This is an optimization exercise on Yosys and OpenROAD, whose aim is small area, a short achievable clock period and few clock cycles per item, not a production implementation. Function was checked by simulation only, so behaviour that the tests miss may differ from the original.

## v5
==> flow/design.v (excerpt) <==
module oxygen_cell_calibrate_and_mod #(
    parameter int CAL_SAMPLES = 10
) (
    input  logic                                  clk,
    input  logic                                  rst_n,
    input  logic                                  in_valid,
    output logic                                  in_stall,
    input  logic                                  opcode,
    input  logic signed [ocm_pkg::SAMPLE_W-1:0]   sample,
    output logic                                  out_valid,
    input  logic                                  out_stall,
    output logic [ocm_pkg::O2_W-1:0]              o2_tenths,
    output logic [ocm_pkg::DEPTH_W-1:0]           depth_normal_tenths,
    output logic [ocm_pkg::DEPTH_W-1:0]           depth_tech_tenths,
    output logic                                  calibration_done,
    output logic                                  not_calibrated,
    input  logic                                  cfg_valid,
    output logic                                  cfg_ready,
    input  logic [ocm_pkg::CFG_IDX_W-1:0]         cfg_index,
    input  logic [ocm_pkg::CFG_W-1:0]             cfg_data
);
    logic [7:0]  air_reg;
    logic [14:0] ln_reg, lt_reg;
    logic [19:0] acc_reg;
    logic [3:0]  cnt_reg;
    logic [18:0] ref_reg;
    logic [20:0] ref3_reg;
    logic [7:0]  lnr_reg, ltr_reg;
    logic        ref_ok_reg;
    logic        en, accept, cal_stall;
    logic [19:0] cal_sum;
    logic        cal_pos;
    logic v_s1, cal_s1, last_s1;
    logic [15:0] smp_s1;
    logic v_s2;
    logic [0:0] cal_s2;
    logic [0:0] nc_s2;
    logic [0:0] x_s2;
    logic [18:0] pl_s2;
    logic [18:0] ph_s2;
    logic v_s3;
    logic [0:0] cal_s3;
    logic [0:0] nc_s3;
    logic [0:0] x_s3;
    logic [25:0] p5_s3;
    logic v_s4;
    logic [0:0] cal_s4;
    logic [0:0] nc_s4;
    logic [0:0] x_s4;
    logic [0:0] ovf_s4;
    logic [18:0] rem_s4;
    logic [6:0] nl_s4;
    logic [1:0] q_s4;
    logic v_s5;
    logic [0:0] cal_s5;
    logic [0:0] nc_s5;
    logic [0:0] x_s5;
    logic [0:0] ovf_s5;
    logic [18:0] rem_s5;
    logic [4:0] nl_s5;
    logic [3:0] q_s5;
    logic v_s6;
    logic [0:0] cal_s6;
    logic [0:0] nc_s6;
    logic [0:0] x_s6;
    logic [0:0] ovf_s6;
    logic [18:0] rem_s6;
    logic [2:0] nl_s6;
    logic [5:0] q_s6;
    logic v_s7;
    logic [0:0] cal_s7;
    logic [0:0] nc_s7;
    logic [0:0] x_s7;
  ...
Settings: LEC_CHECK=0, CAP_MARGIN=20, CORE_MARGIN=2, CORE_UTILIZATION=60, SETUP_SLACK_MARGIN=1.5, SLEW_MARGIN=20, TNS_END_PERCENT=50; clock period 6.0 ns.
run.sh (not shown) runs the stock make flow with config.mk's settings and CLKGATE_MAP_FILE= SYNTH_SCRIPT=/design/flow/synth_recipe.tcl, a recipe that flattens the netlist after the stock synthesis.
v5 did not stop at any stage, and its layout met the timing, DRC and antenna checks.
Testbench counts of v5, summed over its fixed seeds: cycles 1,408, items 1,280.
Changes in v26 relative to v5:
- changing SLEW_MARGIN from 20 to 5
- changing CAP_MARGIN from 20 to 5
- removing TNS_END_PERCENT (formerly 50)
==> run summary <==
- v26 | status: complete | timing, DRC, antenna: pass
- On clock buffer count from CTS: v26 sits above v5.
- Looking at cell count along the critical path, v26 sits below v5.
- The final cell count without fillers of v5 and that of v26 are within noise of each other.
- Delta (v26 minus v5): final period utilization went down; share of cell area taken by flip-flops and latches now sits lower; post-route minimum period saw a decrease; data arrival time at the worst-slack endpoint went down by 0.07 ns.
Inputs modified between v26 and v40:
- TNS_END_PERCENT newly set to 20
- SLEW_MARGIN changed from 5 to 20
- CAP_MARGIN changed from 5 to 20
==> run summary <==
v40 vs v26, multi-input gate share of total cell area went down by 0.18 points.
Reported for v26 and v40, count of max-cap constraint violations turned out identical to the last digit.
On sequential share of layout area: between v26 and v40, it ends up higher for v40.
Slew at the pin closest to its max-slew limit was lower in v26 than in v40.
v40 against v26: global-route usage climbed 0.37 points, amount of wire on met3 after detailed routing now sits higher, post-route cell area shrank by 1.7%, HPWL after detailed placement now larger.
Looking at uppermost layer routed, the met4 result is from v26; the met5 one comes from v40.
From v26 to v40 the numbers moved as follows: via count lower, fmax decreased 2.6%.
Setup changes, v40 to v55
- changing CORE_UTILIZATION from 60 to 66
- removing TNS_END_PERCENT (formerly 20)
## What came out
- v40: done, clean on timing, DRC and antenna
- v55: full flow OK, the timing, DRC and antenna checks passed
- Re sequential share of layout area: v55 is 0.68 points down on v40.
- Going from v40 to v55, pin count of the biggest net entering global routing shrinks by 0.58%.
- A critical-path cell with the highest stage delay of a21oi_1 is what v55 shows, while edfxtp_1 belongs to v40.
- The die of v55 is smaller than the one used in v40.

---

Starting RTL as in the previous note.
==> flow/config.mk <==
export PLATFORM = sky130hd
export DESIGN_NAME = oxygen_cell_calibrate_and_mod
export DESIGN_NICKNAME = oxygen_cell_calibrate_and_mod
export VERILOG_FILES = /design/flow/design.v
export SDC_FILE = /design/flow/constraint.sdc
export NUM_CORES = 4
export LEC_CHECK = 0
export CAP_MARGIN = 20
export CORE_MARGIN = 2
export CORE_UTILIZATION = 60
export PLACE_DENSITY = 0.75
export SETUP_SLACK_MARGIN = 1.5
export SLEW_MARGIN = 20
==> flow/constraint.sdc <==
create_clock -name core_clock -period 6.0 [get_ports {clk}]
set_input_delay 1.2000 -clock core_clock [delete_from_list [all_inputs] [get_ports {clk}]]
set_output_delay 1.2000 -clock core_clock [all_outputs]
set_load 0.01 [all_outputs]
Testbench counts at the start, summed over its fixed seeds: cycles 1,408, items 1,280.
Rerun with:
- PLACE_DENSITY: 0.75 -> unset
- SETUP_SLACK_MARGIN: 1.5 -> 1.7
Synthesized cell count does not change. Worst setup slack gets better by 0.037 ns. Routed wire length came out lower by 4.2%. Die area stays the same.

## port drivers added, routing unchanged
In the flow no input, the clock included, has a driving cell. The finished layouts below were timed again as built, in two steps.
Step 1 sets driving cells, clkbuf_16 on the clock port and buf_2 on the other inputs (assumed; they add their load-dependent delay and slew).
Step 2 times the ports against the registers' clock, not the clock port: input delays grow and output delays shrink by t, the midpoint of the rising clock arrivals with the driver on.
Slacks: ideal / step 1 / step 2; pairs: ideal / step 1.
| run | t, ns | setup slack, ns | slew at the worst register clock pin (ns) |
|---|---|---|---|
| v5 | 0.734 | 1.266 / 1.266 / 1.266 | 0.06 / 0.06 |
| v26 | 0.720 | 1.332 / 1.332 / 1.332 | 0.07 / 0.07 |
| v40 | 0.734 | 1.206 / 1.206 / 1.206 | 0.07 / 0.07 |
| v55 | 0.713 | 1.102 / 1.102 / 1.102 | 0.07 / 0.07 |
| the first run of note 2 | 0.719 | 1.150 / 1.150 / 1.150 | 0.07 / 0.07 |
| the second run of note 2 | 0.730 | 1.186 / 1.186 / 1.186 | 0.07 / 0.07 |
After both steps every run listed still meets setup and hold.
